Context: an optimization exercise on an open-source flow, tuned for small area, a short achievable clock period and few clock cycles per item. The choices shown serve that exercise and are no tape-out recipe.
Only simulation tests tie the RTL to the original design; equivalence was not proved.
Power figures rest on the tool's default switching activity, not on a simulated workload.

## design/flow/design.v

```verilog
`timescale 1ns / 1ps
module rgb_pixel_brightness_blend_unit
(
    input  logic                i_clk,
    input  logic                i_rst_n,
    input  logic                i_cfg_we,
    input  logic [2:0]          i_cfg_index,
    input  logic [31:0]         i_cfg_data,
    input  logic                i_valid,
    output logic                o_stall,
    input  logic [1:0]          i_func,
    input  logic [31:0]         i_src_pixel,
    input  logic [31:0]         i_dst_pixel,
    output logic                o_valid,
    input  logic                i_stall,
    output logic [31:0]         o_out_pixel,
    output logic                o_write_enable
);
    function automatic logic [7:0] bright(input logic [7:0] x, input logic [7:0] c);
        logic [7:0] hi;
        hi = {1'b0, c[7:1]} + {1'b0, x[6:0]} + {7'd0, ~x[7]};
        if (hi[7] == x[7]) bright = {8{x[7]}};
        else               bright = {hi[6:0], c[0]};
    endfunction
    function automatic logic [7:0] blend(input logic [7:0] d, input logic [7:0] s,
                                         input logic [7:0] t);
        logic [15:0] p;
        p = '0;
        for (int i = 0; i < 8; i++) p = p + (16'(t[i] ? s : d) << i);
        blend = p[15:8];
    endfunction
    function automatic logic [31:0] csa(input logic [15:0] a, input logic [15:0] b,
                                        input logic [15:0] c);
        csa = {a ^ b ^ c, ((a & b) | (a & c) | (b & c)) << 1};
    endfunction
    function automatic logic [16:0] blend_cs(input logic [7:0] d, input logic [7:0] s,
                                             input logic [7:0] t);
        logic [7:0][15:0] r;
        logic [31:0] x1, x2, x3, x4, x5, x6;
        logic [8:0]  lo;
        for (int i = 0; i < 8; i++) r[i] = 16'(t[i] ? s : d) << i;
        x1 = csa(r[0], r[1], r[2]);
        x2 = csa(r[3], r[4], r[5]);
        x3 = csa(x1[31:16], x1[15:0], x2[31:16]);
        x4 = csa(x2[15:0], r[6], r[7]);
        x5 = csa(x3[31:16], x3[15:0], x4[31:16]);
        x6 = csa(x5[31:16], x5[15:0], x4[15:0]);
        lo = {1'b0, x6[23:16]} + {1'b0, x6[7:0]};
        blend_cs = {lo[8], x6[31:24], x6[15:8]};
    endfunction
    function automatic logic [7:0] get_ch(input logic [31:0] pix, input logic [4:0] pos);
        logic [22:0] a;
        logic [14:0] b;
        logic [10:0] c;
        logic [8:0]  d;
        a = pos[4] ? {7'd0, pix[31:16]} : pix[22:0];
        b = pos[3] ? a[22:8] : a[14:0];
        c = pos[2] ? b[14:4] : b[10:0];
        d = pos[1] ? c[10:2] : c[8:0];
        get_ch = pos[0] ? d[8:1] : d[7:0];
    endfunction
    function automatic logic [31:0] put_ch(input logic [7:0] val, input logic [4:0] pos);
        logic [8:0]  a;
        logic [10:0] b;
        logic [14:0] c;
        logic [22:0] d;
        a = pos[0] ? {val, 1'b0} : {1'b0, val};
        b = pos[1] ? {a, 2'b0} : {2'b0, a};
        c = pos[2] ? {b, 4'b0} : {4'b0, b};
        d = pos[3] ? {c, 8'b0} : {8'b0, c};
        put_ch = pos[4] ? {d[15:0], 16'b0} : {9'b0, d};
    endfunction
    logic [2:0][4:0] r_pos;
    logic [7:0]  r_level;
    logic [31:0] r_fill;
    logic        r_sprite;
    logic        r_lv_zero;      
    logic        r_lv_full;      
    always_ff @(posedge i_clk) begin
        if (!i_rst_n) begin
            r_lv_zero <= 1'b0;
            r_lv_full <= 1'b0;
            r_pos[0] <= 5'd16;
            r_pos[1] <= 5'd8;
            r_pos[2] <= 5'd0;
            r_level  <= 8'd128;
            r_fill   <= '0;
            r_sprite <= 1'b0;
        end else if (i_cfg_we) begin
            case (i_cfg_index)
                3'd0: r_pos[0] <= i_cfg_data[4:0];
                3'd1: r_pos[1] <= i_cfg_data[4:0];
                3'd2: r_pos[2] <= i_cfg_data[4:0];
                3'd3: begin
                    r_level   <= i_cfg_data[7:0];
                    r_lv_zero <= i_cfg_data[7:0] == 8'h00;
                    r_lv_full <= i_cfg_data[7:0] == 8'hFF;
                end
                3'd4: r_fill   <= i_cfg_data;
                3'd5: r_sprite <= i_cfg_data[0];
                default: ;
            endcase
        end
    end
    logic        r_s2_valid, r_s2b_valid, r_s3_valid, r_out_valid, r_skid_valid;
    logic        r_go;           
    logic        go, push, out_load, skid_next;
    assign go       = r_go;
    assign o_stall  = r_skid_valid;
    assign push     = go && r_s3_valid;
    assign out_load = !r_out_valid || !i_stall;
    assign skid_next = r_skid_valid ? !out_load : (push && !out_load);
    always_ff @(posedge i_clk) begin
        if (!i_rst_n) begin
            r_s2_valid   <= 1'b0;
            r_s2b_valid  <= 1'b0;
            r_s3_valid   <= 1'b0;
            r_out_valid  <= 1'b0;
            r_skid_valid <= 1'b0;
            r_go         <= 1'b1;
        end else begin
            if (go) begin
                r_s2_valid <= i_valid;
                r_s2b_valid <= r_s2_valid;
                r_s3_valid  <= r_s2b_valid;
            end
            if (out_load) r_out_valid <= r_skid_valid || push;
            r_skid_valid <= skid_next;
            r_go         <= !skid_next;
        end
    end
    logic [31:0] c_pix;
    logic [2:0][7:0] n_d;
    logic [2:0][7:0] n_c;
    always_comb begin
        c_pix = (i_func == 2'd1) ? r_fill : i_src_pixel;
        for (int k = 0; k < 3; k++) begin
            n_d[k] = get_ch(i_dst_pixel, r_pos[k]);
            n_c[k] = get_ch(c_pix, r_pos[k]);
        end
    end
    logic [2:0]  r_s2_bri;       
    logic [2:0]  r_s2_paste;     
    logic        r_s2_mix;       
    logic        r_s2_key;       
    logic [31:0] r_s2_dst;
    logic [2:0][7:0] r_s2_d;
    logic [2:0][7:0] r_s2_c;
    always_ff @(posedge i_clk) begin
        if (go) begin
            r_s2_bri   <= {i_func[0] ~^ i_func[1], i_func[0] ^ i_func[1], i_func[0] ~^ i_func[1]};
            r_s2_paste <= {i_func[0] & i_func[1], !(i_func[0] & i_func[1]), i_func[0] & i_func[1]};
            r_s2_mix   <= i_func[0] ^ i_func[1];
            r_s2_key   <= i_func == 2'd2 && r_sprite;
            r_s2_dst   <= i_dst_pixel;
            r_s2_d     <= n_d;
            r_s2_c     <= n_c;
        end
    end
    logic        bri_k, paste_k, black, n_pass;
    logic [16:0] cs;
    logic [2:0][7:0] n_hi, n_lo;
    logic [2:0]  n_cin;
    always_comb begin
        black  = (r_s2_c[0] == '0) && (r_s2_c[1] == '0) && (r_s2_c[2] == '0);
        n_pass = r_s2_mix && (r_lv_zero || (r_s2_key && black));
        for (int k = 0; k < 3; k++) begin
            bri_k   = (k == 1) ? !r_s2_bri[k] : r_s2_bri[k];
            paste_k = (k == 1) ? !r_s2_paste[k] : r_s2_paste[k];
            cs = blend_cs(r_s2_d[k], r_s2_c[k], r_level);
            n_cin[k] = 1'b0;
            if (n_pass) begin
                n_hi[k] = r_s2_dst[8*k +: 8];
                n_lo[k] = r_s2_dst[31:24];
            end else if (bri_k) begin
                n_hi[k] = paste_k ? bright(r_level, r_s2_c[k]) : r_level;
                n_lo[k] = r_s2_d[k];
            end else if (r_lv_full) begin
                n_hi[k] = r_s2_c[k];
                n_lo[k] = '0;
            end else begin
                n_hi[k]  = cs[15:8];
                n_lo[k]  = cs[7:0];
                n_cin[k] = cs[16];
            end
        end
    end
    logic [2:0]  r_s2b_bri;      
    logic        r_s2b_pass;
    logic [2:0][7:0] r_s2b_hi, r_s2b_lo;
    logic [2:0]  r_s2b_cin;
    always_ff @(posedge i_clk) begin
        if (go) begin
            r_s2b_bri  <= r_s2_bri;
            r_s2b_pass <= n_pass;
            r_s2b_hi   <= n_hi;
            r_s2b_lo   <= n_lo;
            r_s2b_cin  <= n_cin;
        end
    end
    logic [2:0][7:0] n_v;
    logic        bri2_k;
    always_comb begin
        for (int k = 0; k < 3; k++) begin
            bri2_k = (k == 1) ? !r_s2b_bri[k] : r_s2b_bri[k];
            if (r_s2b_pass)
                n_v[k] = r_s2b_hi[k];
            else if (bri2_k)
                n_v[k] = bright(r_s2b_hi[k], r_s2b_lo[k]);
            else
                n_v[k] = r_s2b_hi[k] + r_s2b_lo[k] + 8'(r_s2b_cin[k]);
        end
    end
    logic        r_s3_pass;
    logic [7:0]  r_s3_hi;
    logic [2:0][7:0] r_s3_v;
    always_ff @(posedge i_clk) begin
        if (go) begin
            r_s3_pass <= r_s2b_pass;
            r_s3_hi   <= r_s2b_lo[0];
            r_s3_v    <= n_v;
        end
    end
    logic [31:0] n_pixel;
    always_comb begin
        n_pixel = '0;
        for (int k = 0; k < 3; k++) n_pixel |= put_ch(r_s3_v[k], r_pos[k]);
        if (r_s3_pass) n_pixel = {r_s3_hi, r_s3_v};
    end
    logic [31:0] r_out_pixel, r_skid_pixel;
    logic        r_out_we, r_skid_we;
    always_ff @(posedge i_clk) begin
        if (go) begin
            r_skid_pixel <= n_pixel;
            r_skid_we    <= !r_s3_pass;
        end
        if (out_load) begin
            r_out_pixel <= go ? n_pixel : r_skid_pixel;
            r_out_we    <= go ? !r_s3_pass : r_skid_we;
        end
    end
    assign o_valid        = r_out_valid;
    assign o_out_pixel    = r_out_pixel;
    assign o_write_enable = r_out_we;
endmodule
```

## design/flow/flow/run.sh

```bash
#!/bin/bash
# Standard layout, with two changes to how it is made:
# - timing repair aims below the clock period: the repair steps try to leave
#   MARGIN ns of setup slack at the design's period;
# - the port buffers that buffer_ports inserts on every input and output are
#   buf_1 cells (which repair may resize) instead of its default choice.
set -euo pipefail
MARGIN=$(cat flow/margin.txt)
cp standard.sh standard_copy.log
bash standard.sh SETUP_SLACK_MARGIN=$MARGIN "BUFFER_PORTS_ARGS=-buffer_cell sky130_fd_sc_hd__buf_1" finish > flow_orfs.log 2>&1
```

## design/flow/flow/margin.txt

```
7
```

## design/flow/standard.sh

```bash
#!/bin/bash
# synth_recipe.tcl (not shown) runs the flow's synth.tcl, then flattens the netlist and writes it again
# the make line also repeats each setting of config.mk as NAME=value (left out here)
make -C /OpenROAD-flow-scripts/flow DESIGN_CONFIG=/design/flow/config.mk WORK_HOME=/design/flow/orfs CLKGATE_MAP_FILE= SYNTH_SCRIPT=/design/flow/synth_recipe.tcl "${@:-finish}"
```

## design/flow/config.mk

```make
export PLATFORM = sky130hd
export DESIGN_NAME = rgb_pixel_brightness_blend_unit
export DESIGN_NICKNAME = rgb_pixel_brightness_blend_unit
export VERILOG_FILES = /design/flow/design.v
export SDC_FILE = /design/flow/constraint.sdc
export NUM_CORES = 4
export LEC_CHECK = 0
export CAP_MARGIN = 20
export CORE_MARGIN = 2
export CORE_UTILIZATION = 40
export SLEW_MARGIN = 20
```

## design/flow/constraint.sdc

```tcl
create_clock -name core_clock -period 11.0 [get_ports {i_clk}]
set_input_delay 2.2000 -clock core_clock [delete_from_list [all_inputs] [get_ports {i_clk}]]
set_output_delay 2.2000 -clock core_clock [all_outputs]
set_load 0.01 [all_outputs]
```

==> results of run 1 <==
==> state kept, by name, summed over array words and instances (netlist names), 2 cells and up <==
register      cells
r_s3_hi           8
r_s2b_cin         3
r_s2b_bri         2
r_s2_d           24
r_s2b_hi         24
r_pos            15
r_s2_c           24
r_s2_paste        2
r_level           8
r_skid_pixel     32
r_s2_dst         32
r_s2_bri          2
r_fill           32
r_s2b_lo         24
r_out_pixel      32
r_s3_v           24
==> worst paths after layout <==
| check | to | slack, ns | cells past startpoint |
|---|---|---|---|
| max | r_s2b_hi[0] | 6.98 | 11 |
| min | r_fill[11] | 0.47 | 2 |
| max reg2reg | r_s2b_hi[0] | 6.98 | 11 |
| min reg2reg | r_fill[11] | 0.47 | 2 |
==> layout make-up <==
cell class	count	area, sq um
Inverter	199	759
Clock buffer	45	977
Clock inverter	21	199
Sequential cell	302	8130
Tap cell	873	1090
Timing Repair Buffer	261	1780
Multi-Input combinational cell	2100	17400
Fill cell	6391	36600
Antenna cell	2	5.00
==> logic make-up (layout without fill, tap and decap cells) <==
group                      Yosys count  count (layout)
buffers and inverters              433             526
DFF                                302             302
other                                0               2
AOI/OAI and AO/OA                  681             681
adders and majority gates          235             235
and+or+nand+nor                    662             662
muxes                              479             479
xor gates and xnor gates            43              43
==> routing by layer <==
| metal | track usage | vias to the layer above |
|---|---|---|
| li1 | - | 10356 |
| met5 | 0 | - |
| met4 | 0.105 | 6 |
| met3 | 0.0582 | 225 |
| met2 | 0.434 | 1195 |
| met1 | 0.372 | 11356 |
==> report_power, final <==
| group | internal (W) | total (W) | switching [W] | leakage [nW] |
|---|---|---|---|---|
| Clock | 0.000705 | 0.00120 | 0.000500 | 0.567 |
| Combinational | 0.00127 | 0.00294 | 0.00168 | 8.26 |
| Sequential | 0.00156 | 0.00186 | 0.000303 | 3.05 |
| Total | 0.00353 | 0.00601 | 0.00248 | 11.9 |
==> Yosys cell counts (all sizes together) (10+ instances only) <==
library cell  instances
fa                  126
a21boi               42
edfxtp              205
buf                  84
ha                  102
a221o                13
xnor2                27
a31oi                19
mux2i               288
or2                  10
o21ai               190
a221oi               23
clkbuf              150
nor2                168
nor2b                46
o211ai               25
xor2                 16
inv                 195
o21a                 14
a21o                 22
mux4                 42
dfxtp                97
nand3b               14
mux2                149
a22oi                14
a21oi               182
nor3                 37
o22ai                37
a211oi               21
nand3                42
nand2b               26
nand2               270
==> timing repair <==
action                     in CTS  in global routing
gates cloned                    4                  3
pin swaps                       3                 16
setup endpoints to repair      47                 31
setup buffers                  50                 23
hold buffers                    0                  0
resized for setup              37                 51
==> per-stage QoR <==
step	hold WS [ns]	setup slack [ns]	std cells	instance area, sq um
after floorplan	0.424	6.91	2835	27000
after global placement	0.447	5.90	3654	27900
after detailed placement	0.461	5.81	3654	27900
after CTS	0.469	6.97	3774	29800
after global routing	0.489	6.90	3802	30300
final	0.469	6.98	3803	30300
==> worst max-delay path: cells and delay by family (launching register included) <==
kind | cells | cell delay, ns
adder cells (fa/ha/maj) | 4 | 2.07
multiplexers | 2 | 0.67
AO/OA/AOI/OAI | 2 | 0.36
flip-flops | 1 | 0.36
buffers and inverters | 3 | 0.26
==> results_dict.tcl, run 1 <==
set metrics [dict create \
    status "finished clean" \
    wl_met1_mm 41.2 \
    yosys.area.top_type_share 0.229 \
    ys_ff_latch 302 \
    cts_root_buf "clkbuf_16" \
    period_needed_ns 4.02 \
    vias 23138 \
    synth.top_cells.by_area "edfxtp_1 23%, mux2i_1 11%, fa_1 9.4%, dfxtp_1 7.2%, mux2_2 6.2%" \
    clock-sinks 302 \
    io_buffers 140 \
    power.density_nw_per_um2 198 \
    start_util 0.402 \
    maxSlewHeadroom 0.230 \
    first_pass_iters 7 \
    p_total_w 0.00601 \
    r2r-start "r_level[5]" \
    grtUsageTotal 0.275 \
    final_common_cell "mux2i_1" \
    final-hold-violation-count 0 \
    ys.flop_type "edfxtp_1" \
    drc 0 \
    numCtsBuffers 37 \
    grt_pass1_wl_mm 145 \
    cts_tree "done" \
    viasPerCell 6.08 \
    clkLatencyLatePin_ns 0.56 \
    grt_pass1_vias 22776 \
    syn_inst 2835 \
    peakVddDrop_mv 0.135 \
    gp_congestion 0.962 \
    drtIter0Drc 2338 \
    dieArea_sq_um 69400 \
    hp-class "register to register" \
    drive_gt1_frac 0.156 \
    yosys_warnings 1 \
    yosys.area_share.adder 0.144 \
    die_h_um 263 \
    die_x_um 263 \
    synth_top_family_by_area "multiplexers" \
    cpMaxStageDelayCell "fa_1" \
    path_max_fanout 12 \
    start_kind "register" \
    worstMarginPinSlew_ns 1.15 \
    wl_met2_mm 43.3 \
    io_pins 141 \
    p_leak_nw 11.9 \
    syn_area_sq_um 26900 \
    synth_compound_area_frac 0.160 \
    syn_nets 3169 \
    end_kind "register" \
    wl_per_cell_um 25.7 \
    synth_edf_count 205 \
    area_delta_synth_final_pct 12.6 \
    setup_viol 0 \
    clock.fmax_ghz 0.248 \
    hpwl_mm 68.3 \
    finClkSkew_ns 0.0242 \
    drt_wl_total_mm 97.7 \
    critPathArrivalTime_ns 4.30 \
    hp-start "r_fill[11]" \
    antenna_found_initial 8 \
    yosys.area_share.simple 0.111 \
    clkTransAtPathRegs_ns 0.06 \
    most-common-layout-cells "275 x mux2i_1, 270 x nand2_1, 205 x edfxtp_1" \
    ant_nets 0 \
    synth.distinct_cells 83 \
    synth-xor-area-share 0.0140 \
    cts_buffer_depth 3 \
    rsz0062_at_grt "true" \
    critPathKind "register to register" \
    coreArea_sq_um 66900 \
    post-route-util 0.453 \
    avgSynthCellArea_sq_um 9.49 \
    overflow 0 \
    layout.nets 3235 \
    synthMuxAreaShare 0.205 \
    cp-startpoint "r_level[5]" \
    ys_seq_area_frac 0.301 \
    setup-tns-final_ns 0 \
    crit_chain "buf_12 > mux2_2 > fa_1 > inv_1 > fa_1 > inv_1 > fa_1 > fa_1 > mux2_4 > o22ai_4 > o21ai_2" \
    final_max_slew_viol_count 0 \
    synth-async-reset-ratio 0 \
    cts_max_level 2 \
    highest_layer "met5" \
    cpMostUsedCell "fa_1" \
    finalCritPeriodShare 0.366 \
    required_ns 11.27 \
    wl_met3_mm 9.20 \
    grt_start_max_net_pins 203 \
    rows 95 \
    cap_viol_max_count 0 \
    synth.largest_area_cell "edfxtp_1" \
    slowest_delay_ns 0.55 \
]
Testbench counts, summed over its fixed seeds: cycles 16,640, items 16,384.
==> run 2, diff against run 1 <==
==> design/flow/flow/run.sh (replaced) <==
#!/bin/bash
# Standard layout, with changes to how it is made (settings in flow/params.txt,
# one make variable per line, passed to the ORFS make command):
# - BUFFER_PORTS_ARGS: the port buffers that buffer_ports puts on every input
#   and output are buf_1 cells (which repair may resize).
set -euo pipefail
cp standard.sh standard_copy.log
mapfile -t PARAMS < flow/params.txt
bash standard.sh "${PARAMS[@]}" finish > flow_orfs.log 2>&1
==> design/flow/flow/params.txt (new file) <==
SETUP_SLACK_MARGIN=7.5
BUFFER_PORTS_ARGS=-buffer_cell sky130_fd_sc_hd__buf_1
removed: design/flow/flow/margin.txt
==> run 2 against run 1 <==
Still clean. First-iteration DRC count grew 6.0%. Wire length grew 4.3%. Critical path depth is 1 higher. Critical endpoint is now r_s2b_cin[0]. Highest routed layer unchanged.
==> results_dict.tcl, run 2 <==
set metrics [dict create \
    r2r_slack_ns 6.98 \
    p_leak_nw 12.6 \
    final_cell_area_sq_um 32200 \
    setup-tns-final_ns 0 \
    period_needed_ns 4.02 \
    syn_inst 2835 \
    finClkSkew_ns 0.0369 \
    dieArea_sq_um 69400 \
    layout_setup_ws_ns 6.98 \
    rows 95 \
    ys.flop_type "edfxtp_1" \
    drtIter0Drc 2478 \
    grt_pass1_wl_mm 152 \
    area_delta_synth_final_pct 19.5 \
    final_common_cell "nand2_1" \
    critPathArrivalTime_ns 4.38 \
    end_kind "register" \
    drt_wl_total_mm 102 \
    dp_slack_ns 5.79 \
    ant_nets 0 \
    ys_ff_latch 302 \
    worstReg2RegEnd "r_s2b_cin[0]" \
    clock.fmax_ghz 0.249 \
    cts_tree "done" \
    synth_most_common_cell "mux2i_1" \
    most-common-layout-cells "264 x nand2_1, 259 x mux2i_1, 205 x edfxtp_1" \
    clkTransAtPathRegs_ns 0.06 \
    n_antenna_cell 0 \
    yosys_warnings 1 \
    hpwl_mm 68.7 \
    grtUsageTotal 0.288 \
    synth.top_cells.by_area "edfxtp_1 23%, mux2i_1 11%, fa_1 9.4%, dfxtp_1 7.2%, mux2_2 6.2%" \
    grt_start_max_net_pins 200 \
    vias 23971 \
    status "finished clean" \
    worstMarginPinSlew_ns 1.19 \
    first_pass_iters 6 \
    cts_max_level 2 \
    overflow 0 \
    antenna_found_initial 2 \
    cap_viol_max_count 0 \
    start_util 0.402 \
    required_ns 11.36 \
    hold_depth 2 \
    p_total_w 0.00656 \
    power.density_nw_per_um2 204 \
    final-hold-violation-count 0 \
    synth.largest_area_cell "edfxtp_1" \
    coreArea_sq_um 66900 \
    cts.hold.buffers_added 0 \
    peakVddDrop_mv 0.123 \
    synth_commonest_cells "284 x mux2i_1, 270 x nand2_1, 205 x edfxtp_1" \
    yosys.area.top_type_share 0.229 \
    regArea_sq_um 8130 \
    drc 0 \
    cp-startpoint "r_s2_d[3]" \
    synth-async-reset-ratio 0 \
    io_pins 141 \
    path_max_fanout 9 \
    viasPerCell 6.18 \
    hp-class "register to register" \
    clock-sinks 302 \
    drive_gt1_frac 0.219 \
    maxSlewHeadroom 0.207 \
    rsz0062_at_grt "true" \
    r2r-start "r_s2_d[3]" \
    layout.nets 3309 \
    synth.distinct_cells 83 \
    syn_area_sq_um 26900 \
    cts_root_buf "clkbuf_16" \
    syn_nets 3169 \
    grt_pass1_vias 23728 \
    place_area_sq_um 28100 \
    multi_input_area_sq_um 18100 \
    fillers 6155 \
    avgSynthCellArea_sq_um 9.49 \
    ys_seq_area_frac 0.301 \
    die_x_um 263 \
    cts_buffer_depth 3 \
    critPathKind "register to register" \
    setup_viol 0 \
    reg2regPathDepth 12 \
    crit_end "r_s2b_cin[0]" \
    die_h_um 263 \
    numCtsBuffers 38 \
    synth_edf_count 205 \
    clkLatencyLatePin_ns 0.58 \
    finalCritPeriodShare 0.366 \
    wl_per_cell_um 26.3 \
    final_max_slew_viol_count 0 \
    gp_congestion 0.971 \
    start_kind "register" \
    io_buffers 140 \
]
-- run 2: cell counts after synthesis --
Identical to the previous run, type by type.
-- run 2: per-layer routing --
metal	part of all wire	GRT usage
met1	0.41	0.391
met3	0.10	0.0647
met4	0.047	0.123
met2	0.44	0.444
met5	0.000098	0
-- run 2: where the power goes --
group	leakage (nW)	switching [W]	internal [W]
combinational	8.91	0.00180	0.00146
clock	0.692	0.000533	0.000926
sequential	3.05	0.000288	0.00156
total	12.6	0.00262	0.00394
-- run 2: worst min path at each step --
| stage | from | endpoint | slack (ns) |
|---|---|---|---|
| 6_report | r_skid_pixel[23] | r_skid_pixel[23] | 0.47 |
| 5_1_grt | r_skid_pixel[16] | r_skid_pixel[16] | 0.49 |
| 4_1_cts | r_fill[1] | r_fill[1] | 0.47 |
| 3_5_place_dp | r_level[4] | r_level[4] | 0.45 |
| 3_3_place_gp | r_level[4] | r_level[4] | 0.45 |
| 2_1_floorplan | r_s2_bri[0] | r_s2b_bri[0] | 0.42 |
-- run 2: cell type report --
cell class                 count  share of cell area
clock buffer                  51              0.0333
tap                          873              0.0340
inverter                     199              0.0238
timing repair buffer         334              0.0800
clock inverter                19              0.0119
multi-input combinational   2100               0.564
sequential                   302               0.253
-- run 2: what timing repair did --
item,CTS,global route
gates resized for setup,194,99
gates cloned,7,0
pin swaps,82,73
buffers inserted,107,35
endpoints found under the setup margin,57,62
-- run 2: stage by stage --
step           hold WS, ns  instances   util
2_1_floorplan        0.424       2835      -
3_3_place_gp         0.450       3658  0.419
3_5_place_dp         0.453       3658  0.419
4_1_cts              0.469       3842  0.470
5_1_grt              0.488       3878  0.481
6_report             0.467       3878  0.481
-- run 2: cells by family after synthesis --
family	share of synthesized area
adder cells (fa/ha/maj)	0.144
AND/OR/NAND/NOR	0.111
XOR/XNOR	0.0140
multiplexers	0.205
buffers and inverters	0.0648
flip-flops	0.301
AO/OA/AOI/OAI	0.160
-- run 2: worst max-delay path, stage by stage (launching register included) --
cell,delay [ns]
edfxtp_1,0.59
mux2_4,0.36
fa_1,0.55
inv_2,0.04
fa_1,0.51
inv_2,0.04
fa_2,0.57
ha_4,0.21
ha_4,0.25
nand4_1,0.09
nor3_2,0.17
o21ai_1,0.10
a21oi_2,0.33
==> run 3, diff against run 2 <==
==> design/flow/flow/params.txt (replaced) <==
SETUP_SLACK_MARGIN=7
BUFFER_PORTS_ARGS=-buffer_cell sky130_fd_sc_hd__buf_1
CORE_UTILIZATION=55
==> run 3 against run 2 <==
Sequential share of layout area rose by 1.8 points. Critical path depth did not move. Critical path type unchanged. Sequential power rose by 2%. Combinational power fell by about 10%. Via count fell by 3.5%. Critical endpoint is now r_s2b_hi[16]. Still clean.
==> results_dict.tcl, run 3 <==
set metrics [dict create \
    status "finished clean" \
    clock.fmax_ghz 0.248 \
    cts_buffer_depth 3 \
    overflow 0 \
    setup-tns-final_ns 0 \
    die_h_um 225 \
    ys_ff_latch 302 \
    hp-class "register to register" \
    syn_inst 2835 \
    synth_commonest_cells "284 x mux2i_1, 270 x nand2_1, 205 x edfxtp_1" \
    clkLatencyLatePin_ns 0.57 \
    synth.top_cells.by_area "edfxtp_1 23%, mux2i_1 11%, fa_1 9.4%, dfxtp_1 7.2%, mux2_2 6.2%" \
    hpwl_mm 66.6 \
    p_leak_nw 11.9 \
    first_pass_iters 9 \
    fillers 4166 \
    critPathArrivalTime_ns 4.31 \
    post-route-util 0.617 \
    path_max_fanout 10 \
    power.switching_fraction 0.409 \
    r2r_slack_ns 6.98 \
    reg2regPathDepth 12 \
    drtIter0Drc 2760 \
    start_util 0.553 \
    cts_tree "done" \
    synth_most_common_cell "mux2i_1" \
    drt_wl_total_mm 95.0 \
    drc 0 \
    cts_root_buf "clkbuf_16" \
    hp-start "r_fill[11]" \
    synth-async-reset-ratio 0 \
    start_kind "register" \
    numCtsBuffers 36 \
    required_ns 11.28 \
    instances_no_fill 3561 \
    syn_nets 3169 \
    worstHoldEndpoint "r_fill[11]" \
    power.density_nw_per_um2 203 \
    area_delta_synth_final_pct 11.5 \
    grt_start_max_net_pins 73 \
    ys.flop_type "edfxtp_1" \
    io_pins 141 \
    hold_depth 2 \
    final-hold-violation-count 0 \
    crit_chain "buf_12 > buf_4 > mux2_2 > fa_1 > inv_1 > fa_1 > inv_1 > fa_1 > fa_1 > mux2_4 > o22ai_4 > o21ai_1" \
    cts_max_level 2 \
    antenna_found_initial 14 \
    end_kind "register" \
    critPathTopFamily "adder cells" \
    yosys.area.top_type_share 0.229 \
    rows 81 \
    grtUsageTotal 0.371 \
    avgSynthCellArea_sq_um 9.49 \
    maxSlewHeadroom 0.235 \
    io_buffers 140 \
    final_max_slew_viol_count 0 \
    critPathKind "register to register" \
    layout_setup_ws_ns 6.98 \
    dieArea_sq_um 50700 \
    vias 23141 \
    viasPerCell 6.50 \
    most-common-layout-cells "275 x mux2i_1, 270 x nand2_1, 205 x edfxtp_1" \
    finalCritPeriodShare 0.366 \
    synth.largest_area_cell "edfxtp_1" \
    syn_area_sq_um 26900 \
    coreArea_sq_um 48600 \
    final_common_cell "mux2i_1" \
    slowest_delay_ns 0.55 \
    r2r-start "r_level[5]" \
    wl_per_cell_um 26.7 \
    cpMaxStageDelayCell "fa_1" \
    ant_nets 0 \
    setup_viol 0 \
    dp.cells 3406 \
    drive_gt1_frac 0.158 \
    synth.distinct_cells 83 \
    clkTransAtPathRegs_ns 0.07 \
    clkPwrFrac 0.209 \
    finClkSkew_ns 0.0297 \
    path_buf_inv 4 \
    die_x_um 225 \
    worstReg2RegEnd "r_s2b_hi[16]" \
    grt_pass1_wl_mm 140 \
    cap_viol_max_count 0 \
    worstMarginPinSlew_ns 1.14 \
    grt_pass1_vias 22264 \
    synth_edf_count 205 \
    cpMostUsedCell "fa_1" \
    rsz0062_at_grt "true" \
    peakVddDrop_mv 0.145 \
    ys_seq_area_frac 0.301 \
    layout.nets 3239 \
    dp_slack_ns 5.93 \
    gp_congestion 0.991 \
    power_switching_w 0.00248 \
    power.internal_w 0.00360 \
    yosys_warnings 1 \
    period_needed_ns 4.02 \
    clock-sinks 302 \
    pwr-share-seq 0.310 \
    power.share.combinational 0.481 \
]
==> run 3: cell counts after synthesis <==
Identical to the previous run, type by type.
==> run 3: kinds of logic (layout without fill, tap and decap cells) <==
logic type               count (synthesis)  in the layout  synth area share
other                                    0              7                 0
flip-flops                             302            302             0.301
AND/OR/NAND/NOR                        662            662             0.111
buffers and inverters                  433            530            0.0648
adder cells (fa/ha/maj)                235            235             0.144
AO/OA/AOI/OAI                          681            681             0.160
multiplexers                           479            479             0.205
XOR/XNOR                                43             43            0.0140
==> run 3: per-stage QoR <==
stage          area (sq um)  hold slack, ns  power [W]
5_1_grt               30000           0.484    0.00647
3_3_place_gp          27600           0.455    0.00453
4_1_cts               29400           0.471    0.00598
2_1_floorplan         27000           0.424    0.00370
6_report              30000           0.466    0.00608
3_5_place_dp          27600           0.458    0.00458
==> run 3: worst reg2reg max path: cells and delay by family, from the launching register on <==
family,cells,cell delay (ns)
compound gates,2,0.33
buf+inv,4,0.39
flops,1,0.36
mux,2,0.63
fa+ha+maj,4,2.02
==> run 3: worst max path at each step <==
stage,start,end,slack [ns],depth (start not counted)
5_1_grt,r_level[1],r_s2b_cin[1],6.89,13
4_1_cts,r_s2_c[11],r_s2b_cin[1],6.80,13
3_3_place_gp,i_func[1],r_s2_c[18],5.95,10
2_1_floorplan,i_func[1],r_s2_c[2],6.91,10
3_5_place_dp,i_func[1],r_s2_c[17],5.93,10
6_report,r_level[5],r_s2b_hi[16],6.98,12
==> run 3: power groups by stage <==
stage	sequential (W)	clock [W]	combinational, W
final	0.00188	0.00127	0.00293
after global routing	0.00190	0.00133	0.00324
after CTS	0.00188	0.00130	0.00280
after detailed placement	0.00190	0	0.00268
after global placement	0.00191	0	0.00263
after floorplan	0.00171	0	0.00199
==> run 3: layer usage <==
layer | wire (um) | share of wire | track usage
met1 | 37400 | 0.39 | 0.486
met2 | 43200 | 0.45 | 0.588
met3 | 9170 | 0.097 | 0.0781
met4 | 5110 | 0.054 | 0.181
met5 | 61 | 0.00064 | 0
==> run 3: layout make-up <==
cell class              count  area, sq um  share of cell area
multi-input cells        2100        17400               0.579
flip-flops and latches    302         8120               0.271
repair buffers            266         1710              0.0570
clock buffers              44          991              0.0330
well taps                 622          778              0.0259
inverters                 199          759              0.0253
clock inverters            21          270             0.00900
diodes                      7         17.5            0.000584
==> run 3: what timing repair did <==
| item | 4_1_cts | 5_1_grt |
|---|---|---|
| setup endpoints to repair | 44 | 35 |
| gates cloned | 2 | 1 |
| hold buffers | 0 | 0 |
| endpoints found under the hold margin | 0 | 0 |
| setup buffers | 35 | 45 |
| resized for setup | 36 | 46 |
| pin swaps | 2 | 10 |
==> run 4, diff against run 3 <==
==> design/flow/flow/params.txt (replaced) <==
SETUP_SLACK_MARGIN=6.5
BUFFER_PORTS_ARGS=-buffer_cell sky130_fd_sc_hd__buf_1
==> run 4 against run 3 <==
Cell count is 4.9% higher. Wire length is 1.2% lower. Sequential share of layout area is 0.62 points higher. Combinational power is 5% lower. Clock skew is 0.0042 ns higher. Critical path depth is 2 lower. Register-to-register slack worse by 0.37 ns. Final area is 2.4% lower. Highest routed layer unchanged.
==> results_dict.tcl, run 4 <==
set metrics [dict create \
    setup_viol 0 \
    clkLatencyLatePin_ns 0.57 \
    wl_per_cell_um 25.1 \
    die_x_um 263 \
    die_h_um 263 \
    gp_congestion 0.978 \
    power.density_nw_per_um2 203 \
    fin_hold_ws_ns 0.459 \
    dieArea_sq_um 69400 \
    final_max_slew_viol_count 0 \
    drtIter0Drc 2397 \
    viasPerCell 6.10 \
    drive_gt1_frac 0.121 \
    grt_pass1_wl_mm 141 \
    hold_depth 2 \
    clock-sinks 302 \
    synth.largest_area_cell "edfxtp_1" \
    coreArea_sq_um 66900 \
    end_kind "register" \
    antenna_found_initial 7 \
    synth_most_common_cell "mux2i_1" \
    fillers 6452 \
    start_util 0.402 \
    peakVddDrop_mv 0.108 \
    overflow 0 \
    first_pass_iters 7 \
    syn_nets 3169 \
    synth_edf_count 205 \
    clkTransAtPathRegs_ns 0.06 \
    ant_nets 0 \
    reg2regPathDepth 10 \
    setup-tns-final_ns 0 \
    required_ns 11.27 \
    dp_slack_ns 5.90 \
    yosys.area.top_type_share 0.229 \
    drt_wl_total_mm 93.9 \
    status "finished clean" \
    hp-class "register to register" \
    path_max_fanout 11 \
    clock.fmax_ghz 0.228 \
    worstMarginPinSlew_ns 1.12 \
    final-hold-violation-count 0 \
    synth.top_cells.by_area "edfxtp_1 23%, mux2i_1 11%, fa_1 9.4%, dfxtp_1 7.2%, mux2_2 6.2%" \
    synth.distinct_cells 83 \
    drc 0 \
    period_needed_ns 4.39 \
    hpwl_mm 68.9 \
    layout_setup_ws_ns 6.61 \
    final_common_cell "mux2i_1" \
    r2r_slack_ns 6.61 \
    grtUsageTotal 0.266 \
    cts_max_level 2 \
    cts_buffer_depth 3 \
    io_buffers 140 \
    post-route-util 0.438 \
    cts_root_buf "clkbuf_16" \
    grt_start_max_net_pins 168 \
    p_total_w 0.00594 \
    critPathArrivalTime_ns 4.66 \
    rsz0062_at_grt "false" \
    area_delta_synth_final_pct 8.90 \
    io_pins 141 \
    ys_seq_area_frac 0.301 \
    vias 22804 \
    synth-async-reset-ratio 0 \
    syn_area_sq_um 26900 \
    layout.nets 3166 \
    most-common-layout-cells "281 x mux2i_1, 270 x nand2_1, 205 x edfxtp_1" \
    avgSynthCellArea_sq_um 9.49 \
    maxSlewHeadroom 0.254 \
    syn_inst 2835 \
    numCtsBuffers 37 \
    grt_pass1_vias 22640 \
    rows 95 \
    ys_ff_latch 302 \
    finalCritPeriodShare 0.399 \
    p_leak_nw 11.4 \
    ys.flop_type "edfxtp_1" \
    synth_commonest_cells "284 x mux2i_1, 270 x nand2_1, 205 x edfxtp_1" \
    yosys_warnings 1 \
    start_kind "register" \
    cap_viol_max_count 0 \
    critPathKind "register to register" \
    cts_tree "done" \
    finClkSkew_ns 0.0339 \
]
-- run 4: cells by family after synthesis --
family | share of synthesized area
compound gates | 0.160
xor+xnor | 0.0140
fa+ha+maj | 0.144
buf+inv | 0.0648
flops | 0.301
mux | 0.205
simple gates | 0.111
-- run 4: what timing repair did --
action | in CTS | in global routing
hold buffers | 0 | 0
cloned | 0 | 0
gates resized for setup | 1 | 14
setup buffers | 0 | 6
endpoints found under the setup margin | 1 | 19
-- run 4: final timing paths --
kind,from,endpoint
max,r_s2_c[3],r_s2b_hi[0]
min,r_level[7],r_level[7]
max reg2reg,r_s2_c[3],r_s2b_hi[0]
min reg2reg,r_level[7],r_level[7]
-- run 4: per-stage QoR --
stage,std cells,instance area [sq um]
5_1_grt,3733,29300
3_5_place_dp,3659,27900
6_report,3736,29300
2_1_floorplan,2835,26900
4_1_cts,3726,29200
3_3_place_gp,3659,27900
-- run 4: cell type report --
| type | instances | area, sq um | area share |
|---|---|---|---|
| multi-input cells | 2100 | 17100 | 0.583 |
| clock inverters | 15 | 184 | 0.00628 |
| repair buffers | 192 | 981 | 0.0335 |
| diodes | 3 | 7.51 | 0.000256 |
| inverters | 199 | 747 | 0.0255 |
| clock buffers | 52 | 1080 | 0.0370 |
| well taps | 873 | 1090 | 0.0373 |
| flip-flops and latches | 302 | 8110 | 0.277 |
-- run 4: per-layer routing --
metal  share of wire  routed length, um  track usage  vias to the layer above
met3           0.092               8650       0.0523                      221
met2            0.45              41800        0.418                     1195
met4           0.045               4220        0.115                        6
met1            0.42              39100        0.357                    11183
met5         0.00037                 35            0                        -
li1                -                  -            -                    10199
-- run 4: report_power, final --
group	total [W]	switching (W)	internal [W]	leakage, nW
registers	0.00188	0.000327	0.00156	3.04
clock network	0.00128	0.000499	0.000781	0.630
logic	0.00278	0.00159	0.00119	7.76
total	0.00594	0.00241	0.00353	11.4
-- run 4: critical path, cell delays in order, from the launching register on --
cell and delay, ns:
edfxtp_1 0.68, mux2_2 0.41, fa_1 0.53, inv_1 0.05, fa_1 0.53, inv_1 0.05, fa_1 0.52, fa_1 0.41
mux2_2 0.30, o22ai_1 0.39, o21ai_0 0.19
==> run 5, diff against run 4 <==
==> design/flow/flow/params.txt (replaced) <==
SETUP_SLACK_MARGIN=7.3
BUFFER_PORTS_ARGS=-buffer_cell sky130_fd_sc_hd__buf_1
ABC_AREA=1
==> run 5 against run 4 <==
Still clean. Via count rose by 22%. Worst setup slack improved by 0.55 ns. Critical path depth rose by 5. Sequential share of layout area fell by 1.1 points. Synthesized cell count rose by 38%. Largest power group unchanged. Highest routed layer unchanged.
==> results_dict.tcl, run 5 <==
set metrics [dict create \
    status "finished clean" \
    numCtsBuffers 36 \
    drt_wl_total_mm 105 \
    layout.nets 4324 \
    end_kind "register" \
    instances_no_fill 4882 \
    clock-sinks 302 \
    cts_buffer_depth 3 \
    path_max_fanout 7 \
    slowest_delay_ns 0.56 \
    cts_max_level 2 \
    ys.flop_type "edfxtp_1" \
    r2r_slack_ns 7.16 \
    finClkSkew_ns 0.0223 \
    hold_depth 2 \
    cts.hold.buffers_added 0 \
    worstReg2RegEnd "r_s2b_hi[1]" \
    syn_inst 3905 \
    synth_edf_count 205 \
    io_buffers 140 \
    cpMostUsedCell "fa_1" \
    final-hold-violation-count 0 \
    dp.cells 4737 \
    power.density_nw_per_um2 223 \
    r2r-start "r_level[4]" \
    die_h_um 263 \
    drtIter0Drc 3427 \
    antenna_found_initial 9 \
    clkTransAtPathRegs_ns 0.06 \
    hpwl_mm 74.1 \
    start_util 0.406 \
    wl_per_cell_um 21.5 \
    clock.fmax_ghz 0.261 \
    ys_ff_latch 302 \
    crit_chain "buf_6 > buf_8 > buf_12 > nand2_4 > o21ai_4 > fa_1 > inv_2 > fa_1 > inv_2 > fa_2 > fa_1 > a21oi_2 > o21ai_1 > nand3_2 > nand2_2" \
    synth.top_cells.by_area "edfxtp_1 23%, nand2_1 17%, nand3_1 11%, fa_1 9.4%, o21ai_0 7.3%" \
    synth-async-reset-ratio 0 \
    cp-startpoint "r_level[4]" \
    final_max_slew_viol_count 0 \
    ant_nets 0 \
    ys_seq_area_frac 0.302 \
    grt_start_max_net_pins 76 \
    critPathArrivalTime_ns 4.12 \
    p_leak_nw 14.2 \
    path_buf_inv 5 \
    fin_hold_ws_ns 0.448 \
    io_pins 141 \
    cts_tree "done" \
    avgSynthCellArea_sq_um 6.88 \
    setup-tns-final_ns 0 \
    rsz0062_at_grt "true" \
    drive_gt1_frac 0.0876 \
    clkLatencyLatePin_ns 0.55 \
    cpMaxStageDelayCell "fa_1" \
    synth.distinct_cells 45 \
    period_needed_ns 3.84 \
    critPathKind "register to register" \
    finalCritPeriodShare 0.349 \
    synth.largest_area_cell "edfxtp_1" \
    cp_num_cells 15 \
    most-common-layout-cells "1180 x nand2_1, 573 x nand3_1, 343 x o21ai_0" \
    cap_viol_max_count 0 \
    drc 0 \
    hp-class "register to register" \
    overflow 0 \
    die_x_um 263 \
    grt_pass1_wl_mm 156 \
    final_cell_area_sq_um 30500 \
    peakVddDrop_mv 0.131 \
    synth_most_common_cell "nand2_1" \
    reg2regPathDepth 15 \
    grt_pass1_vias 25470 \
    fillers 6851 \
    coreArea_sq_um 66100 \
    worstMarginPinSlew_ns 1.06 \
    first_pass_iters 7 \
    vias 27795 \
    critPathTopFamily "adder cells" \
    gp_congestion 0.962 \
    setup_viol 0 \
    cts_root_buf "clkbuf_16" \
    maxSlewHeadroom 0.293 \
    grtUsageTotal 0.292 \
    synth_commonest_cells "1200 x nand2_1, 594 x nand3_1, 391 x o21ai_0" \
    required_ns 11.28 \
    dieArea_sq_um 69200 \
    viasPerCell 5.69 \
    syn_area_sq_um 26900 \
    yosys_warnings 1 \
    crit_end "r_s2b_hi[1]" \
    syn_nets 4239 \
    rows 94 \
    final_common_cell "nand2_1" \
    area_delta_synth_final_pct 13.7 \
    start_kind "register" \
    place_area_sq_um 27900 \
    yosys.area.top_type_share 0.229 \
]
-- run 5: cell types whose count changed after synthesis, moves of 38 or more --
cell      delta
a21boi_0    -41
a21oi_1     -38
inv_1      +144
mux2_2     -147
mux2i_1    -284
mux4_2      -42
nand2_1    +930
nand3_1    +552
nor2_1      +84
nor2b_1     -45
o21ai_0    +208
-- run 5: area by class of cell --
class / count / area, sq um / share of cell area
Multi-Input combinational cell: 3026 / 16900 / 0.553
Clock buffer: 52 / 1070 / 0.0350
Sequential cell: 302 / 8130 / 0.266
Antenna cell: 2 / 5.00 / 0.000164
Clock inverter: 12 / 95.1 / 0.00311
Inverter: 363 / 1380 / 0.0452
Tap cell: 864 / 1080 / 0.0354
Timing Repair Buffer: 260 / 1870 / 0.0613
Timing Repair inverter: 1 / 7.51 / 0.000246
-- run 5: stage by stage --
step / utilization / total power (W) / setup slack [ns]
after floorplan: - / 0.00409 / 7.31
after global placement: 0.422 / 0.00520 / 6.17
final: 0.462 / 0.00680 / 7.16
after CTS: 0.450 / 0.00663 / 7.16
after detailed placement: 0.422 / 0.00522 / 6.13
after global routing: 0.462 / 0.00737 / 7.07
-- run 5: worst min-delay path by stage --
stage | start | to | slack [ns]
floorplan | r_skid_pixel[18] | r_skid_pixel[18] | 0.42
global placement | r_skid_pixel[11] | r_skid_pixel[11] | 0.44
detailed placement | r_skid_pixel[31] | r_skid_pixel[31] | 0.44
CTS | r_skid_pixel[10] | r_skid_pixel[10] | 0.45
global route | r_skid_pixel[20] | r_skid_pixel[20] | 0.47
finish | r_skid_pixel[31] | r_skid_pixel[31] | 0.45
-- run 5: routing by layer --
layer,vias to the layer above,part of all wire,track usage
met5,-,0.00079,0
met4,14,0.041,0.110
met3,245,0.11,0.0669
met2,1505,0.43,0.440
met1,12895,0.42,0.405
li1,13136,-,-
-- run 5: what timing repair did --
action / CTS / global route
setup buffers: 36 / 28
pin swaps: 14 / 48
cloned: 6 / 9
resized for setup: 81 / 137
setup endpoints to repair: 50 / 59
-- run 5: power breakdown --
| part | leakage [nW] | internal, W | total (W) | switching [W] |
|---|---|---|---|---|
| clock | 0.567 | 0.000701 | 0.00119 | 0.000489 |
| sequential | 3.04 | 0.00158 | 0.00191 | 0.000324 |
| combinational | 10.6 | 0.00144 | 0.00371 | 0.00227 |
| total | 14.2 | 0.00372 | 0.00680 | 0.00308 |
-- run 5: kinds of logic (layout without fill, tap and decap cells) --
kind of cell	after synthesis	in the layout	synth area share
simple gates	2151	2151	0.340
compound gates	625	625	0.125
buf+inv	577	688	0.0844
flops	302	302	0.302
fa+ha+maj	228	228	0.141
xor+xnor	22	22	0.00718
other cells	0	2	0
-- run 5: worst register-to-register path, delay by kind of cell, from the launching register on --
family	cells	cell delay (ns)
fa+ha+maj	4	2.07
simple gates	3	0.28
buf+inv	5	0.51
compound gates	3	0.29
flops	1	0.43
==> run 6, diff against run 5 <==
==> design/flow/flow/params.txt (replaced) <==
SETUP_SLACK_MARGIN=7
BUFFER_PORTS_ARGS=-buffer_cell sky130_fd_sc_hd__buf_1
ABC_AREA=1
CORE_UTILIZATION=55
==> run 6 against run 5 <==
Critical path depth decreased by 4. Non-clock buffer count decreased by 28. Register-to-register slack got worse by 0.14 ns. Largest cell class unchanged.
==> results_dict.tcl, run 6 <==
set metrics [dict create \
    status "finished clean" \
    overflow 0 \
    clkTransAtPathRegs_ns 0.06 \
    maxSlewHeadroom 0.240 \
    wl_per_cell_um 22.3 \
    synth.largest_area_cell "edfxtp_1" \
    finalCritPeriodShare 0.362 \
    die_x_um 225 \
    synth-async-reset-ratio 0 \
    pwr-share-seq 0.297 \
    grt_pass1_vias 26233 \
    antenna_found_initial 2 \
    clock.fmax_ghz 0.251 \
    clkLatencyLatePin_ns 0.57 \
    die_h_um 225 \
    power.internal_w 0.00353 \
    drive_gt1_frac 0.0572 \
    syn_inst 3905 \
    final_common_cell "nand2_1" \
    peakVddDrop_mv 0.153 \
    final_max_slew_viol_count 0 \
    grt_util_met1 0.544 \
    power.switching_fraction 0.457 \
    regArea_sq_um 8120 \
    yosys.area_share.simple 0.340 \
    synthMuxAreaShare 0 \
    drtIter0Drc 3727 \
    ant_nets 0 \
    period_needed_ns 3.98 \
    synth.distinct_cells 45 \
    synth_commonest_cells "1200 x nand2_1, 594 x nand3_1, 391 x o21ai_0" \
    synth_most_common_cell "nand2_1" \
    multi_input_area_sq_um 16500 \
    yosys.area_share.adder 0.141 \
    avgSynthCellArea_sq_um 6.88 \
    start_util 0.560 \
    ys_seq_area_frac 0.302 \
    gp_congestion 1.01 \
    drt_wl_total_mm 103 \
    area_delta_synth_final_pct 9.10 \
    syn_area_sq_um 26900 \
    grtUsageTotal 0.399 \
    use_met3 0.0941 \
    cap_viol_max_count 0 \
    p_leak_nw 13.8 \
    layout.nets 4295 \
    finClkSkew_ns 0.0446 \
    cts_tree "done" \
    power_switching_w 0.00297 \
    rsz0062_at_grt "true" \
    required_ns 11.28 \
    viasPerCell 6.19 \
    yosys_warnings 1 \
    most-common-layout-cells "1197 x nand2_1, 594 x nand3_1, 382 x o21ai_0" \
    post-route-util 0.611 \
    clkPwrFrac 0.177 \
    grt_pass1_wl_mm 154 \
    final-hold-violation-count 0 \
    setup-tns-final_ns 0 \
    cts_buffer_depth 3 \
    hp-class "register to register" \
    io_buffers 140 \
    clock-sinks 302 \
    worstMarginPinSlew_ns 1.14 \
    rows 80 \
    start_kind "register" \
    cts_root_buf "clkbuf_16" \
    end_kind "register" \
    hpwl_mm 74.0 \
    dieArea_sq_um 50600 \
    busiest_layer "met2" \
    critPathKind "register to register" \
    vias 28486 \
    drc 0 \
    critPathArrivalTime_ns 4.26 \
    power.share.combinational 0.526 \
    ys.flop_type "edfxtp_1" \
    grt_util_met2 0.599 \
    ys_ff_latch 302 \
    path_max_fanout 8 \
    grt_start_max_net_pins 83 \
    p_total_w 0.00650 \
    synth_compound_area_frac 0.125 \
    numCtsBuffers 35 \
    power.density_nw_per_um2 222 \
    cts_max_level 2 \
    synth_edf_count 205 \
    coreArea_sq_um 47900 \
    io_pins 141 \
    synth_top_family_by_area "simple AND/OR/NAND/NOR gates" \
    yosys.area.top_type_share 0.229 \
    setup_viol 0 \
    fin_hold_ws_ns 0.453 \
    syn_nets 4239 \
    fillers 4506 \
    synth.top_cells.by_area "edfxtp_1 23%, nand2_1 17%, nand3_1 11%, fa_1 9.4%, o21ai_0 7.3%" \
    first_pass_iters 6 \
    synth-xor-area-share 0.00718 \
]
-- run 6: cell counts after synthesis --
Identical to the previous run, type by type.
-- run 6: path summary, 6_finish.rpt --
kind,start,to,slack [ns],cells after the start
worst min register to register,r_skid_pixel[3],r_skid_pixel[3],0.45,2
worst max register to register,r_s2_c[15],r_s2b_cin[1],7.02,11
worst min-delay path,r_skid_pixel[3],r_skid_pixel[3],0.45,2
worst max-delay path,r_s2_c[15],r_s2b_cin[1],7.02,11
-- run 6: layer usage --
layer	wire length (um)	vias to the layer above
met4	5360	0
met5	0	-
li1	-	13087
met2	44100	1801
met3	13000	302
met1	40300	13296
-- run 6: final cells by class --
type                       instances  share of cell area
antenna                            4            0.000342
clock buffer                      47              0.0326
clock inverter                    15             0.00542
inverter                         363              0.0468
multi-input combinational       3026               0.564
sequential                       302               0.277
tap                              615              0.0263
timing repair buffer             232              0.0469
timing repair inverter             1            0.000256
-- run 6: worst max-delay path, cell delays in order, from the launching register on --
cell      delay, ns
edfxtp_1       0.72
inv_1          0.24
nand2_1        0.10
o21ai_0        0.10
fa_1           0.47
fa_1           0.49
inv_1          0.05
fa_1           0.50
fa_1           0.42
ha_1           0.32
a21oi_2        0.22
nor2_1         0.06
-- run 6: cell families (layout without fill, tap and decap cells) --
group | count (synthesis) | in the layout
compound gates | 625 | 625
xor+xnor | 22 | 22
fa+ha+maj | 228 | 228
buf+inv | 577 | 658
flops | 302 | 302
other cells | 0 | 4
simple gates | 2151 | 2151
-- run 6: through the flow --
step           cells  setup WS (ns)  cell area (sq um)
2_1_floorplan   3905           7.07              26900
3_3_place_gp    4490           6.14              27600
3_5_place_dp    4490           6.13              27600
4_1_cts         4560           6.87              28800
5_1_grt         4603           6.93              29300
6_report        4605           7.02              29300
-- run 6: repair_timing --
action / in CTS / in global routing
hold buffers: 0 / 0
setup endpoints to repair: 32 / 30
pin swaps: 0 / 7
cloned: 1 / 4
setup buffers: 7 / 37
resized for setup: 15 / 50
-- run 6: power groups by stage --
| stage | clock network [W] | registers (W) | logic, W |
|---|---|---|---|
| 2_1_floorplan | 0 | 0.00177 | 0.00232 |
| 3_3_place_gp | 0 | 0.00194 | 0.00315 |
| 3_5_place_dp | 0 | 0.00193 | 0.00325 |
| 4_1_cts | 0.00116 | 0.00191 | 0.00329 |
| 5_1_grt | 0.00120 | 0.00194 | 0.00387 |
| 6_report | 0.00115 | 0.00193 | 0.00342 |
==> run 7, diff against run 6 <==
==> design/flow/flow/params.txt (replaced) <==
SETUP_SLACK_MARGIN=7
BUFFER_PORTS_ARGS=-buffer_cell sky130_fd_sc_hd__buf_1
ABC_AREA=1
==> run 7 against run 6 <==
Still clean on timing, DRC and antenna. Global-route usage shrank 12 points. Fmax rose by 1.8%. Clock power increased by 7%. Area after synthesis unchanged. Sequential share of layout area is 0.28 points lower. Die area grew 37%. Clock skew fell by 0.0068 ns. Cell count grew 5.1%. Synthesized cell count is the same. Critical path depth grew 5. Sequential power is 2% lower. Register-to-register slack better by 0.07 ns. Critical path type unchanged. Critical endpoint unchanged. Largest power group unchanged.
==> results_dict.tcl, run 7 <==
set metrics [dict create \
    status "finished clean" \
    instances_no_fill 4839 \
    setup_viol 0 \
    p_total_w 0.00656 \
    layout.nets 4281 \
    clock.fmax_ghz 0.256 \
    worstReg2RegEnd "r_s2b_cin[1]" \
    start_kind "register" \
    drc 0 \
    syn_area_sq_um 26900 \
    die_x_um 263 \
    final-hold-violation-count 0 \
    start_util 0.406 \
    hp-class "register to register" \
    final_cell_area_sq_um 29600 \
    grt_pass1_vias 25182 \
    antenna_found_initial 11 \
    maxSlewHeadroom 0.296 \
    worstHoldEndpoint "r_skid_pixel[10]" \
    ys_seq_area_frac 0.302 \
    synth.distinct_cells 45 \
    hpwl_mm 73.9 \
    clkLatencyLatePin_ns 0.57 \
    critPathArrivalTime_ns 4.19 \
    synth-async-reset-ratio 0 \
    yosys_warnings 1 \
    setup-tns-final_ns 0 \
    r2r_slack_ns 7.09 \
    avgSynthCellArea_sq_um 6.88 \
    cts_root_buf "clkbuf_16" \
    yosys.area.top_type_share 0.229 \
    die_h_um 263 \
    worstMarginPinSlew_ns 1.06 \
    cts_buffer_depth 3 \
    end_kind "register" \
    grt_pass1_wl_mm 152 \
    synth_most_common_cell "nand2_1" \
    coreArea_sq_um 66100 \
    synth.top_cells.by_area "edfxtp_1 23%, nand2_1 17%, nand3_1 11%, fa_1 9.4%, o21ai_0 7.3%" \
    synth_commonest_cells "1200 x nand2_1, 594 x nand3_1, 391 x o21ai_0" \
    drt_wl_total_mm 100 \
    r2r-start "r_s2_c[11]" \
    hp-start "r_skid_pixel[10]" \
    io_pins 141 \
    synth.largest_area_cell "edfxtp_1" \
    grt_start_max_net_pins 81 \
    ys_ff_latch 302 \
    vias 27075 \
    required_ns 11.28 \
    gp_congestion 0.964 \
    clock-sinks 302 \
    post-route-util 0.448 \
    first_pass_iters 6 \
    p_leak_nw 13.8 \
    finalCritPeriodShare 0.355 \
    rsz0062_at_grt "false" \
    cts_max_level 2 \
    cts_tree "done" \
    syn_nets 4239 \
    place_area_sq_um 27900 \
    synth_edf_count 205 \
    drive_gt1_frac 0.0551 \
    grtUsageTotal 0.284 \
    viasPerCell 5.60 \
    clkTransAtPathRegs_ns 0.06 \
    ys.flop_type "edfxtp_1" \
    drtIter0Drc 3186 \
    overflow 0 \
    cts.hold.buffers_added 0 \
    numCtsBuffers 35 \
    reg2regPathDepth 16 \
    hold_depth 2 \
    power.density_nw_per_um2 222 \
    cap_viol_max_count 0 \
    period_needed_ns 3.91 \
    path_max_fanout 5 \
    peakVddDrop_mv 0.107 \
    dieArea_sq_um 69200 \
    most-common-layout-cells "1197 x nand2_1, 594 x nand3_1, 385 x o21ai_0" \
    wl_per_cell_um 20.7 \
    rows 94 \
    syn_inst 3905 \
    ant_nets 0 \
    final_max_slew_viol_count 0 \
    critPathKind "register to register" \
    dp.cells 4743 \
    finClkSkew_ns 0.0378 \
    area_delta_synth_final_pct 10.2 \
    final_common_cell "nand2_1" \
    io_buffers 140 \
]
run 7: per-layer routing:
| layer | wire, um | global-route usage | vias up | part of all wire |
|---|---|---|---|---|
| li1 | - | - | 13056 | - |
| met1 | 42700 | 0.393 | 12512 | 0.43 |
| met2 | 43200 | 0.435 | 1282 | 0.43 |
| met3 | 10300 | 0.0625 | 211 | 0.10 |
| met4 | 3980 | 0.105 | 14 | 0.040 |
| met5 | 74 | 0 | - | 0.00074 |
run 7: logic make-up (layout without fill, tap and decap cells):
group	after synthesis	after routing	share of synthesized area
AO/OA/AOI/OAI	625	625	0.125
XOR/XNOR	22	22	0.00718
buffers and inverters	577	644	0.0844
adder cells (fa/ha/maj)	228	228	0.141
flip-flops	302	302	0.302
AND/OR/NAND/NOR	2151	2151	0.340
other	0	3	0
run 7: power by group:
part	total [W]	switching (W)	internal [W]	leakage, nW
Sequential	0.00189	0.000305	0.00158	3.04
Combinational	0.00344	0.00216	0.00128	10.2
Clock	0.00123	0.000502	0.000727	0.590
Total	0.00656	0.00297	0.00359	13.8
run 7: through the flow:
step	setup WS [ns]	hold WS [ns]
finish	7.09	0.449
global route	6.97	0.485
CTS	6.89	0.453
detailed placement	6.25	0.438
global placement	6.31	0.437
floorplan	7.07	0.418
run 7: cell type report:
| cell class | count | area [sq um] |
|---|---|---|
| Antenna cell | 3 | 7.51 |
| Clock buffer | 46 | 1050 |
| Clock inverter | 16 | 145 |
| Fill cell | 6851 | 36500 |
| Inverter | 363 | 1370 |
| Multi-Input combinational cell | 3026 | 16500 |
| Sequential cell | 302 | 8120 |
| Tap cell | 864 | 1080 |
| Timing Repair Buffer | 219 | 1280 |
run 7: worst max-delay path by stage:
stage                          start            to  cells past startpoint
after floorplan           r_level[1]  r_s2b_cin[1]                     15
after global placement     i_func[1]    r_s2_c[21]                     14
after detailed placement   i_func[0]    r_s2_c[21]                     13
after CTS                  r_s2_c[1]  r_s2b_cin[0]                     15
after global routing      r_level[0]  r_s2b_cin[1]                     14
final                     r_s2_c[11]  r_s2b_cin[1]                     16
run 7: timing repair:
item | 4_1_cts | 5_1_grt
buffers inserted | 16 | 13
resized for setup | 13 | 42
cloned | 0 | 2
endpoints found under the setup margin | 36 | 32
pin swaps | 0 | 9
run 7: critical path: stages (launching register included):
cell	delay, ns
edfxtp_1	0.38
buf_6	0.16
buf_6	0.13
nand2_2	0.06
o21ai_2	0.06
fa_1	0.53
inv_2	0.05
fa_1	0.53
inv_1	0.05
fa_1	0.45
ha_1	0.32
ha_1	0.27
and3_1	0.16
nand4_1	0.09
nand2_1	0.08
a21oi_2	0.23
nor2_2	0.08
==> run 8, diff against run 7 <==
==> design/flow/flow/params.txt (replaced) <==
SETUP_SLACK_MARGIN=7
BUFFER_PORTS_ARGS=-buffer_cell sky130_fd_sc_hd__buf_1
CTS_BUF_LIST=sky130_fd_sc_hd__clkbuf_8
CTS_CLUSTER_SIZE=20
==> run 8 against run 7 <==
First-iteration DRC count fell by 28%. Critical path depth fell by 6. Via count fell by 14%. Clock skew rose by 0.0017 ns. Core utilization rose by 0.24 points. Non-clock buffer count rose by 32. Sequential power barely moved. Synthesized cell count fell by 27%. Register-to-register slack got worse by 0.12 ns. Largest power group unchanged.
==> results_dict.tcl, run 8 <==
set metrics [dict create \
    status "finished clean" \
    cap_viol_max_count 0 \
    numCtsBuffers 55 \
    yosys.area.top_type_share 0.229 \
    rows 95 \
    cp-startpoint "r_s2_c[12]" \
    vias 23204 \
    synth-async-reset-ratio 0 \
    layout.nets 3243 \
    start_util 0.402 \
    drive_gt1_frac 0.158 \
    critPathKind "register to register" \
    final-hold-violation-count 0 \
    antenna_found_initial 6 \
    critPathArrivalTime_ns 4.41 \
    hp-start "r_fill[11]" \
    peakVddDrop_mv 0.0996 \
    grtUsageTotal 0.277 \
    viasPerCell 6.06 \
    layout_setup_ws_ns 6.97 \
    gp_congestion 0.962 \
    clkTransAtPathRegs_ns 0.06 \
    hp-class "register to register" \
    p_leak_nw 11.9 \
    cts_buffer_depth 3 \
    dieArea_sq_um 69400 \
    coreArea_sq_um 66900 \
    die_x_um 263 \
    ant_nets 0 \
    area_delta_synth_final_pct 11.9 \
    clock-sinks 302 \
    setup-tns-final_ns 0 \
    clock.fmax_ghz 0.248 \
    worstMarginPinSlew_ns 1.16 \
    finalCritPeriodShare 0.366 \
    io_buffers 140 \
    grt_pass1_wl_mm 146 \
    synth_most_common_cell "mux2i_1" \
    avgSynthCellArea_sq_um 9.49 \
    grt_pass1_vias 23054 \
    syn_area_sq_um 26900 \
    crit_end "r_s2b_cin[1]" \
    maxSlewHeadroom 0.225 \
    synth_commonest_cells "284 x mux2i_1, 270 x nand2_1, 205 x edfxtp_1" \
    place_area_sq_um 27900 \
    hpwl_mm 68.3 \
    final_max_slew_viol_count 0 \
    synth.largest_area_cell "edfxtp_1" \
    first_pass_iters 6 \
    final_common_cell "mux2i_1" \
    syn_inst 2835 \
    grt_start_max_net_pins 203 \
    die_h_um 263 \
    cts.hold.buffers_added 0 \
    overflow 0 \
    worstReg2RegEnd "r_s2b_cin[1]" \
    r2r-start "r_s2_c[12]" \
    fin_hold_ws_ns 0.469 \
    yosys_warnings 1 \
    ys_seq_area_frac 0.301 \
    fillers 6445 \
    cts_max_level 2 \
    drc 0 \
    rsz0062_at_grt "true" \
    setup_viol 0 \
    drt_wl_total_mm 97.8 \
    power.density_nw_per_um2 199 \
    synth_edf_count 205 \
    reg2regPathDepth 10 \
    ys.flop_type "edfxtp_1" \
    final_cell_area_sq_um 30100 \
    synth.top_cells.by_area "edfxtp_1 23%, mux2i_1 11%, fa_1 9.4%, dfxtp_1 7.2%, mux2_2 6.2%" \
    start_kind "register" \
    cts_tree "done" \
    synth.distinct_cells 83 \
    required_ns 11.38 \
    period_needed_ns 4.03 \
    r2r_slack_ns 6.97 \
    path_max_fanout 11 \
    ys_ff_latch 302 \
    dp_slack_ns 5.81 \
    drtIter0Drc 2283 \
    clkLatencyLatePin_ns 0.67 \
    finClkSkew_ns 0.0395 \
    wl_per_cell_um 25.6 \
    end_kind "register" \
    most-common-layout-cells "277 x mux2i_1, 270 x nand2_1, 205 x edfxtp_1" \
    io_pins 141 \
    cts_root_buf "clkbuf_8" \
    syn_nets 3169 \
]
run 8: worst min-delay path by stage:
stage	endpoint	slack (ns)	cells after the start
2_1_floorplan	r_s2b_bri[0]	0.42	0
3_3_place_gp	r_level[7]	0.45	2
3_5_place_dp	r_fill[11]	0.46	2
4_1_cts	r_fill[11]	0.47	2
5_1_grt	r_fill[24]	0.49	2
6_report	r_fill[11]	0.47	2
run 8: cells by family after synthesis:
logic type | share of synthesized area
compound gates | 0.160
simple gates | 0.111
mux | 0.205
buf+inv | 0.0648
flops | 0.301
fa+ha+maj | 0.144
xor+xnor | 0.0140
run 8: what timing repair did:
action | 4_1_cts | 5_1_grt
resized for setup | 38 | 42
buffers inserted | 52 | 14
setup endpoints to repair | 46 | 20
cloned | 5 | 0
pin swaps | 5 | 22
run 8: layout make-up:
type	count	area, sq um	area share
diodes	2	5.00	0.000166
clock buffers	59	812	0.0270
clock inverters	42	382	0.0127
inverters	199	759	0.0252
multi-input cells	2100	17300	0.574
flip-flops and latches	302	8120	0.270
well taps	873	1090	0.0363
repair buffers	251	1650	0.0546
run 8: where the power goes:
| group | internal, W | switching, W |
|---|---|---|
| Clock | 0.000663 | 0.000515 |
| Sequential | 0.00156 | 0.000301 |
| Combinational | 0.00127 | 0.00168 |
run 8: per-layer routing:
| layer | wire (um) | share of wire | track usage | vias up |
|---|---|---|---|---|
| met1 | 41000 | 0.42 | 0.372 | 11361 |
| li1 | - | - | - | 10363 |
| met4 | 4270 | 0.044 | 0.112 | 6 |
| met3 | 9350 | 0.096 | 0.0626 | 264 |
| met5 | 36 | 0.00037 | 0 | - |
| met2 | 43200 | 0.44 | 0.434 | 1210 |
run 8: worst max-delay path, stage by stage, from the launching register on:
cell and delay [ns]:
edfxtp_1 0.66, mux2_2 0.39, fa_1 0.49, inv_1 0.06
fa_1 0.53, inv_1 0.06, fa_1 0.53, fa_1 0.43
ha_1 0.32, a21oi_2 0.20, nor4b_2 0.07
run 8: stage by stage:
| step | power [W] | cells | util |
|---|---|---|---|
| 2_1_floorplan | 0.00370 | 2835 | - |
| 3_3_place_gp | 0.00457 | 3654 | 0.417 |
| 3_5_place_dp | 0.00463 | 3654 | 0.417 |
| 4_1_cts | 0.00593 | 3812 | 0.446 |
| 5_1_grt | 0.00642 | 3826 | 0.450 |
| 6_report | 0.00599 | 3828 | 0.450 |

what the ideal ports hide:
The results above use ideal ports. As a check the final layouts listed here were re-extracted and re-timed, cells and wires unchanged.
Step 1 sets driving cells, clkbuf_16 on the clock port and buf_2 on the other inputs (assumed; they add their load-dependent delay and slew).
Step 2 times the ports against the registers' clock, not the clock port: input delays grow and output delays shrink by t, the midpoint of the rising clock arrivals with the driver on.
Three values: no drivers, after step 1, after step 2; two values: the first two.
run	t (ns)	slack for setup (ns)	latest minus earliest clock arrival (ns)
run 1	0.609	6.976 / 6.976 / 6.458	0.026 / 0.025
run 2	0.623	6.978 / 6.978 / 6.500	0.037 / 0.037
run 3	0.609	6.976 / 6.976 / 6.501	0.030 / 0.030
run 4	0.613	6.610 / 6.610 / 6.163	0.035 / 0.034
run 5	0.602	7.163 / 7.163 / 6.807	0.024 / 0.024
run 6	0.606	7.023 / 7.023 / 6.604	0.046 / 0.046
run 7	0.609	7.092 / 7.092 / 6.633	0.039 / 0.039
run 8	0.702	6.973 / 6.973 / 6.410	0.042 / 0.042
After both steps setup and hold are still met in every run listed. For run 8, which loses most, drivers alone change the setup slack by 0.000 ns; drivers and shift together by -0.563 ns.
